Source: an optimization exercise on an open RTL-to-GDS flow (aim: small area, a short achievable clock period and few clock cycles per item). Production flows keep margins and buffers that such runs may drop.
RTL that was checked went through simulation tests only; none was proved equivalent to the original.
Power and IR drop assume default switching activity.

== v6 ==
// mac_stream_seq
module mac_stream_seq (
  input  logic        clk,
  input  logic        rst,
  input  logic        in_valid,
  output logic        in_ready,
  input  logic [15:0] in_data,
  input  logic [15:0] in_weight,
  input  logic [15:0] bias,
  output logic        out_valid,
  input  logic        out_ready,
  output logic [15:0] out_res
);
Size: ~1000 cells after synthesis, about 0.011 mm² of cells after synthesis.
clock: 10.0 ns
lec_check: 0
cap_margin: 20
core_margin: 2
core_utilization: 40
slew_margin: 20
standard.sh (not shown) runs the stock make flow with config.mk's settings and CLKGATE_MAP_FILE= SYNTH_SCRIPT=/design/flow/synth_recipe.tcl, a recipe that flattens the netlist after the stock synthesis.
==> flow/flow/run.sh <==
#!/bin/bash
# Standard synthesis, then the standard layout with repair_timing aiming below the clock period.
set -euo pipefail
bash standard.sh synth > synth.log 2>&1
bash standard.sh SETUP_SLACK_MARGIN=6.8 finish > layout.log 2>&1
v6 went all the way through synthesis, placement and routing and the layout is clean on timing, DRC and antenna.
Testbench counts of v6, summed over its fixed seeds: cycles 15,400, items 320.
--- input diff v6..v7 ---
- swapping 40 for 65 in CORE_UTILIZATION
==> flow/run.sh (new file) <==
#!/bin/bash
# synth_recipe.tcl (not shown) runs the flow's synth.tcl, then flattens the netlist and writes it again
# the make line also repeats each setting of config.mk as NAME=value (left out here)
make -C /OpenROAD-flow-scripts/flow DESIGN_CONFIG=/design/flow/config.mk WORK_HOME=/design/flow/orfs CLKGATE_MAP_FILE= SYNTH_SCRIPT=/design/flow/synth_recipe.tcl finish
removed: flow/flow/run.sh
removed: flow/standard.sh
## What came out
Min average vias per placed instance across v6 and v7: v6. v7 against v6; final cell count without fillers is down by a little under 10%. Taking v6 as the reference point, the post-route fraction of the period consumed by the critical path of v7 rises by 3.9 points. Comparing v6 against v7, there is no change at all in part of the Yosys area used for sequential elements. v7 finished end to end and its layout was clean on timing, DRC and antenna. Critical path depth (v7 over v6): increase, 2.

## JK
mac_stream_seq, a different RTL version from the one above (not shown whole).
For scale: ~160 flip-flops, about 70 I/O pins.
clock: 10.0 ns
lec_check: 0
cap_margin: 20
core_margin: 2
core_utilization: 40
cts_buf_list: sky130_fd_sc_hd__clkbuf_4 sky130_fd_sc_hd__clkbuf_8
slew_margin: 20
==> flow/flow/run.sh <==
#!/bin/bash
# Standard synthesis, then the standard layout with: port buffers of a fixed small cell type,
# and repair_timing aiming below the clock period (a larger setup slack margin).
set -euo pipefail
bash standard.sh synth > synth.log 2>&1
bash standard.sh SETUP_SLACK_MARGIN=6.6 'BUFFER_PORTS_ARGS=-buffer_cell sky130_fd_sc_hd__buf_2' finish > layout.log 2>&1
Inputs modified between JK and MS:
-- flow/flow/run.sh --
<<< JK, line 6
bash standard.sh SETUP_SLACK_MARGIN=6.6 'BUFFER_PORTS_ARGS=-buffer_cell sky130_fd_sc_hd__buf_2' finish > layout.log 2>&1
>>> MS, line 6
bash standard.sh SETUP_SLACK_MARGIN=7.0 'BUFFER_PORTS_ARGS=-buffer_cell sky130_fd_sc_hd__buf_2' finish > layout.log 2>&1
==> notes.md <==
MS completed end to end with timing, DRC and antenna clean.
Against JK, peak supply drop in MS came out better.
When MS is set beside JK, its via count turns out to be 241 larger.
From JK to MS the numbers moved as follows: data arrival at the endpoint of the critical path went down by 0.16 ns; combined area of the multi-input logic cells went up.
Against JK, wire length in MS came out worse.
Between JK and MS, the clock network area share figures differ only marginally.
Termination of the worst setup path = c1_q[10]: MS; termination of the worst setup path = c1_q[9]: JK
Relative to JK, the clock power measured on MS has increased slightly.
Going from JK to MS, minimum clock period after layout decreased 0.18 ns; area growth from synthesis to layout higher; fraction of power consumed by the clock network level.
## Diff of input files: AL against MS
-- flow/flow/run.sh --
<<< MS, line 6
bash standard.sh SETUP_SLACK_MARGIN=7.0 'BUFFER_PORTS_ARGS=-buffer_cell sky130_fd_sc_hd__buf_2' finish > layout.log 2>&1
>>> AL, line 6
bash standard.sh SETUP_SLACK_MARGIN=7.3 'BUFFER_PORTS_ARGS=-buffer_cell sky130_fd_sc_hd__buf_2' finish > layout.log 2>&1
[summary]
Looking at worst hold slack, AL sits below MS. Comparing area fraction of clock buffers and clock inverters for MS and AL, the bigger number came from MS. Between MS and AL, the flow reports area used by multi-input combinational logic increasing by a few percent. For MS, the cell with the largest stage delay on the worst path was fa_1, unlike AL, where it was fa_2. [AL vs MS] layout overhead on the synthesized area: higher in AL. For MS, the first element of the critical path was one0_q[2], unlike AL, where it was one0_q[1]. Diff MS -> AL: later-pin clock latency in the skew report shows an increase of 0.02 ns; number of vias per cell after detailed routing shows an increase of about 1.6%; fraction of area in multi-input gates shows a reduction of 0.62 points. The lower net switching power of MS and AL is in MS. AL has routing usage on met1 above what MS had. Across both runs, post-detailed-routing wire length was higher for AL than for MS.
> inputs changed (AL -> TR)
==> flow/run.sh (new file) <==
#!/bin/bash
# synth_recipe.tcl (not shown) runs the flow's synth.tcl, then flattens the netlist and writes it again
# the make line also repeats each setting of config.mk as NAME=value (left out here)
make -C /OpenROAD-flow-scripts/flow DESIGN_CONFIG=/design/flow/config.mk WORK_HOME=/design/flow/orfs CLKGATE_MAP_FILE= SYNTH_SCRIPT=/design/flow/synth_recipe.tcl finish
removed: flow/flow/run.sh
removed: flow/standard.sh
Notes after the runs:
Looking at the reports, TR completed the entire flow and the layout it produced met the timing, design-rule and antenna checks. Re worst endpoint required time: TR and AL aren't equal, and the higher value belongs to AL. Total power: TR < AL. TR: achievable frequency 13% below AL. The aggregate routed wire length of TR falls short of that of AL by 2800 um. Going from AL to TR, cell count after placement held, total power per unit cell area went up 5.2%, CTS sink count held, part of the total power dissipated in combinational logic went down 2.9 points, internal power component went down about 2.7%. Compared to AL, TR has growth of design area from synthesis to finish 11 points lower.
Function was not checked in any run of this note: the RTL went through the layout flow alone.

mac_stream_seq, a different RTL version from the one above (not shown whole).
Size: ~1000 cells after synthesis, roughly 70 I/O pins.
Design mac_stream_seq, start of the top module:
module mac_stream_seq (
  input  logic        clk,
  input  logic        rst,
  input  logic        in_valid,
  output logic        in_ready,
  input  logic [15:0] in_data,
  input  logic [15:0] in_weight,
  input  logic [15:0] bias,
  output logic        out_valid,
  input  logic        out_ready,
  output logic [15:0] out_res
);
Settings: LEC_CHECK=0, CAP_MARGIN=20, CORE_MARGIN=2, CORE_UTILIZATION=40, CTS_BUF_LIST=sky130_fd_sc_hd__clkbuf_4 sky130_fd_sc_hd__clkbuf_8, CTS_CLUSTER_DIAMETER=40, CTS_CLUSTER_SIZE=20, SLEW_MARGIN=20; clock period 10.0 ns.
==> flow/flow/run.sh <==
#!/bin/bash
# Standard synthesis, then the standard layout with: port buffers of a fixed small cell type,
# and repair_timing aiming below the clock period (a larger setup slack margin).
set -euo pipefail
bash standard.sh synth > synth.log 2>&1
bash standard.sh SETUP_SLACK_MARGIN=6.9 'BUFFER_PORTS_ARGS=-buffer_cell sky130_fd_sc_hd__buf_1' finish > layout.log 2>&1
Testbench counts at the start, summed over its fixed seeds: cycles 15,400, items 320.
Edit:
==> flow/flow/run.sh (replaced) <==
#!/bin/bash
# Standard synthesis, then the standard layout with: port buffers of a fixed small cell type,
# and repair_timing aiming below the clock period (a larger setup slack margin).
set -euo pipefail
bash standard.sh synth > synth.log 2>&1
bash standard.sh SETUP_SLACK_MARGIN=7.0 'BUFFER_PORTS_ARGS=-buffer_cell sky130_fd_sc_hd__buf_1' finish > layout.log 2>&1
- CTS_CLUSTER_DIAMETER: 40 -> 25
- CTS_CLUSTER_SIZE: 20 -> default
Area after synthesis does not change; routed wire length grows by 2.7%; final cell count came out higher by 2.0%; sequential share of layout area went down by 0.85 points; utilization goes up by 1.5 points.
Edit:
==> flow/flow/run.sh (replaced) <==
#!/bin/bash
# Standard synthesis, then the standard layout with: port buffers of a fixed small cell type,
# and repair_timing aiming below the clock period (a larger setup slack margin).
set -euo pipefail
bash standard.sh synth > synth.log 2>&1
bash standard.sh SETUP_SLACK_MARGIN=6.8 'BUFFER_PORTS_ARGS=-buffer_cell sky130_fd_sc_hd__buf_1' finish > layout.log 2>&1
Non-clock buffer count drops by 31. Design area drops by a few percent. Clock skew barely changes. Clock power climbs by roughly a tenth. Wire length drops by a few percent. Total power is about the same. Die area is unchanged. Worst setup slack got worse by 0.11 ns. Core utilization drops by 1.7 points. Area after synthesis is unchanged. Global-route usage climbs by 0.40 points.

[afterwards: timing with drivers on the ports]
No port has a modelled driver above. Below, the same layouts with a new extraction and two added sets of constraints. Step 1 sets driving cells, clkbuf_16 on the clock port and buf_2 on the other inputs (assumed; they add their load-dependent delay and slew). Step 2, shift: input delay + t, output delay - t, t = (earliest + latest rising clock arrival at the registers) / 2. This alone moves slack from input paths to output paths. a / b / c = ideal / step 1 / step 2; a / b = the first two.
run	t, ns	setup WS [ns]	worst setup path after step 2	slew at the worst register clock pin (ns)
v6	0.469	6.892 / 6.867 / 6.444	input to register	0.07 / 0.07
v7	0.468	6.502 / 6.502 / 6.424	input to register	0.07 / 0.07
JK	0.492	6.798 / 6.798 / 6.464	input to register	0.11 / 0.11
MS	0.506	6.981 / 6.959 / 6.694	input to register	0.10 / 0.10
AL	0.526	6.915 / 6.915 / 6.915	register to register	0.11 / 0.11
TR	0.498	6.471 / 6.459 / 6.274	input to register	0.11 / 0.11
the first run of note 3	0.501	6.997 / 6.957 / 6.668	input to register	0.11 / 0.11
the second run of note 3	0.502	7.023 / 6.979 / 6.756	input to register	0.10 / 0.10
the third run of note 3	0.515	6.908 / 6.908 / 6.490	input to register	0.11 / 0.11
After both steps every run listed still meets setup and hold. The setup slack of v6, which loses most, moves by -0.025 ns with the drivers and by -0.448 ns with both steps.
